This design comes from an exercise in tuning for small area, a short achievable clock period and few clock cycles per item on the open sky130 flow, not from production work. Function was checked by simulation only, so behaviour that the tests miss may differ from the original. Power is estimated from default activity; no workload was simulated.

==> flow/design.v (excerpt) <==
module systolic_mm_top (
    input  logic                  clk,
    input  logic                  rst,
    input  logic                  in_valid,
    input  logic [8-1:0] in_data,
    output logic                  out_valid,
    output logic [8-1:0] out_data,
    output logic                  busy,
    output logic                  done
);
export LEC_CHECK = 0
export CAP_MARGIN = 20
export CORE_MARGIN = 2
export CORE_UTILIZATION = 70
export CTS_CLUSTER_DIAMETER = 60
export CTS_CLUSTER_SIZE = 34
export SETUP_SLACK_MARGIN = 3.7
export SLEW_MARGIN = 20
create_clock -name core_clock -period 6.0 [get_ports {clk}]
standard.sh (not shown) runs the stock make flow with config.mk's settings and CLKGATE_MAP_FILE= SYNTH_SCRIPT=/design/flow/synth_recipe.tcl, a recipe that flattens the netlist after the stock synthesis.
==> flow/flow/run.sh <==
#!/bin/bash
# Standard ORFS layout, except that synthesis skips the "abc -fast" pass of
# yosys synth's fine step (synth -noabc), so extract_fa sees the adder
# logic as written instead of after an ABC remap that flips polarities and
# leaves inverters around the full-adder cells. Everything else is the standard flow's
# standard.sh and synth_recipe.tcl unchanged.
set -euo pipefail
cd "$(dirname "$0")/.."
first='proc synth {args} { yosys synth -nofsm -noshare {*}$args }'
[[ "$(head -1 synth_recipe.tcl)" == "$first" ]] || { echo "unexpected synth_recipe.tcl" >&2; exit 1; }
{ echo 'proc synth {args} { yosys synth -nofsm -noshare -noabc {*}$args }'; tail -n +2 synth_recipe.tcl; } > noabc_synth.tcl
grep -q "SYNTH_SCRIPT=$PWD/synth_recipe.tcl" standard.sh || { echo "unexpected standard.sh" >&2; exit 1; }
sed "s#SYNTH_SCRIPT=$PWD/synth_recipe.tcl#SYNTH_SCRIPT=$PWD/noabc_synth.tcl#" standard.sh > noabc_standard.sh
bash noabc_standard.sh > layout.log 2>&1
The first run finished clean.
Testbench counts at the start, summed over its fixed seeds: cycles 24,072, jobs 128.
Edit:
==> flow/run.sh (new file) <==
#!/bin/bash
# synth_recipe.tcl (not shown) runs the flow's synth.tcl, then flattens the netlist and writes it again
# the make line also repeats each setting of config.mk as NAME=value (left out here)
make -C /OpenROAD-flow-scripts/flow DESIGN_CONFIG=/design/flow/config.mk WORK_HOME=/design/flow/orfs CLKGATE_MAP_FILE= SYNTH_SCRIPT=/design/flow/synth_recipe.tcl finish
Settings changed: SETUP_SLACK_MARGIN 3.7 to 3.85.
removed: flow/flow/run.sh
removed: flow/standard.sh
Worst setup slack improves by 0.0048 ns.
Maximum frequency is about the same.
Die area came out higher by 1.3%.
Routed wire length is higher by about 2.5%.
Critical path depth is unchanged.
Power goes up by 2.3%.
Edit:
==> flow/flow/run.sh (new file) <==
#!/bin/bash
# Standard ORFS layout, except that synthesis skips the "abc -fast" pass of
# yosys synth's fine step (synth -noabc), so extract_fa sees the adder
# logic as written instead of after an ABC remap that flips polarities and
# leaves inverters around the full-adder cells. Everything else is the standard flow's
# standard.sh and synth_recipe.tcl unchanged.
set -euo pipefail
cd "$(dirname "$0")/.."
first='proc synth {args} { yosys synth -nofsm -noshare {*}$args }'
[[ "$(head -1 synth_recipe.tcl)" == "$first" ]] || { echo "unexpected synth_recipe.tcl" >&2; exit 1; }
{ echo 'proc synth {args} { yosys synth -nofsm -noshare -noabc {*}$args }'; tail -n +2 synth_recipe.tcl; } > noabc_synth.tcl
grep -q "SYNTH_SCRIPT=$PWD/synth_recipe.tcl" standard.sh || { echo "unexpected standard.sh" >&2; exit 1; }
sed "s#SYNTH_SCRIPT=$PWD/synth_recipe.tcl#SYNTH_SCRIPT=$PWD/noabc_synth.tcl#" standard.sh > noabc_standard.sh
bash noabc_standard.sh > layout.log 2>&1
==> flow/standard.sh (new file) <==
#!/bin/bash
# synth_recipe.tcl (not shown) runs the flow's synth.tcl, then flattens the netlist and writes it again
# the make line also repeats each setting of config.mk as NAME=value (left out here)
make -C /OpenROAD-flow-scripts/flow DESIGN_CONFIG=/design/flow/config.mk WORK_HOME=/design/flow/orfs CLKGATE_MAP_FILE= SYNTH_SCRIPT=/design/flow/synth_recipe.tcl "${@:-finish}"
Settings changed: CTS_BUF_LIST set to sky130_fd_sc_hd__clkbuf_8 sky130_fd_sc_hd__clkbuf_16, SETUP_SLACK_MARGIN 3.85 to 3.7.
removed: flow/run.sh
What happened: The changed run ran to the end with no violations. Power fell by 2.2%. Cell count fell by 9.5%. Synthesized area fell by 1.3%.
Edit:
Settings changed: CORE_UTILIZATION 70 to 80, CTS_BUF_LIST sky130_fd_sc_hd__clkbuf_8 sky130_fd_sc_hd__clkbuf_16 to unset.
What happened:
- The new run went through all stages and came out clean
- synthesized area stays the same
- worst hold slack hardly moves
- maximum frequency went down by 1.8%
- routed wire length went up by 16%
- design area went down by 1.3%
- critical path depth went up by 6
- power went down by 3.9%
- non-clock buffer count stays the same
Edit:
Settings changed: CORE_UTILIZATION 80 to 70, CTS_BUF_LIST set to sky130_fd_sc_hd__clkbuf_8 sky130_fd_sc_hd__clkbuf_16, CTS_CLUSTER_DIAMETER 60 to 50, CTS_CLUSTER_SIZE 34 to 20.
=>
- combinational power goes down by about 4%
- routed wire length is lower by 12%
- clock power rose by 44%
- sequential share of layout area drops by 2.4 points

========
systolic_mm_top, a different RTL version from the one above (not shown whole).
Size in the first run: roughly 2800 cells after synthesis, roughly 1400 flip-flops, ~22 I/O pins.
export LEC_CHECK = 0
export CAP_MARGIN = 20
export CORE_MARGIN = 2
export CORE_UTILIZATION = 60
export CTS_CLUSTER_SIZE = 30
export SETUP_SLACK_MARGIN = 3.7
export SLEW_MARGIN = 20
create_clock -name core_clock -period 6.0 [get_ports {clk}]
run.sh (not shown) runs the stock make flow with config.mk's settings and CLKGATE_MAP_FILE= SYNTH_SCRIPT=/design/flow/synth_recipe.tcl, a recipe that flattens the netlist after the stock synthesis.
Stock flow here: none of the scripts above is used.
Testbench counts at the start, summed over its fixed seeds: cycles 24,072, jobs 128.
Then changed:
Settings changed: CORE_UTILIZATION 60 to 70, CTS_CLUSTER_DIAMETER set to 60, CTS_CLUSTER_SIZE 30 to 34.
Outcome:
- The changed run completed with no timing, DRC or antenna violations
- routed wire length is higher by 1.0%
- non-clock buffer count shrinks by 4
- sequential cell count stays the same
Then changed:
Settings changed: CORE_UTILIZATION 70 to 40, CTS_CLUSTER_DIAMETER 60 to not set, CTS_CLUSTER_SIZE 34 to not set.
What happened:
- The new run ran to the end with no violations
- global-route usage drops by 12 points
- area after synthesis stays the same
- design area climbs by 4.8%
- flip-flop and latch count is unchanged
- sequential share of layout area drops by 3.2 points
- routed wire length drops by 2.7%

[separate check: timing with driven ports]
How much do the figures lean on ideal ports? The routed layouts below were timed once more, with nothing changed but the port constraints.
Step 1 assumes that a clkbuf_16 drives the clock port and a buf_2 every other input.
Step 2 times the ports against the registers' clock, not the clock port: input delays grow and output delays shrink by t, the midpoint of the rising clock arrivals with the driver on.
Three values: no drivers, after step 1, after step 2; two values: the first two.
run	shift t [ns]	setup WS [ns]	worst hold slack (ns)	worst setup path after step 2
the first run of note 1	0.706	3.683 / 3.616 / 3.455	0.335 / 0.335 / 0.335	input to register
the second run of note 1	0.703	3.688 / 3.621 / 3.236	0.330 / 0.330 / 0.330	input to register
the third run of note 1	0.707	3.683 / 3.616 / 3.455	0.335 / 0.335 / 0.335	input to register
the fourth run of note 1	0.722	3.642 / 3.606 / 3.384	0.336 / 0.336 / 0.336	input to register
the fifth run of note 1	0.738	3.655 / 3.591 / 3.069	0.322 / 0.322 / 0.322	input to register
the first run of note 2	0.794	3.541 / 3.475 / 3.240	0.321 / 0.321 / 0.321	input to register
the second run of note 2	0.706	3.574 / 3.512 / 3.157	0.332 / 0.332 / 0.332	input to register
the third run of note 2	0.786	3.528 / 3.462 / 3.298	0.324 / 0.324 / 0.324	input to register
After both steps setup and hold are still met in every run listed. For the fifth run of note 1, which loses most, drivers alone change the setup slack by -0.064 ns; drivers and shift together by -0.586 ns.
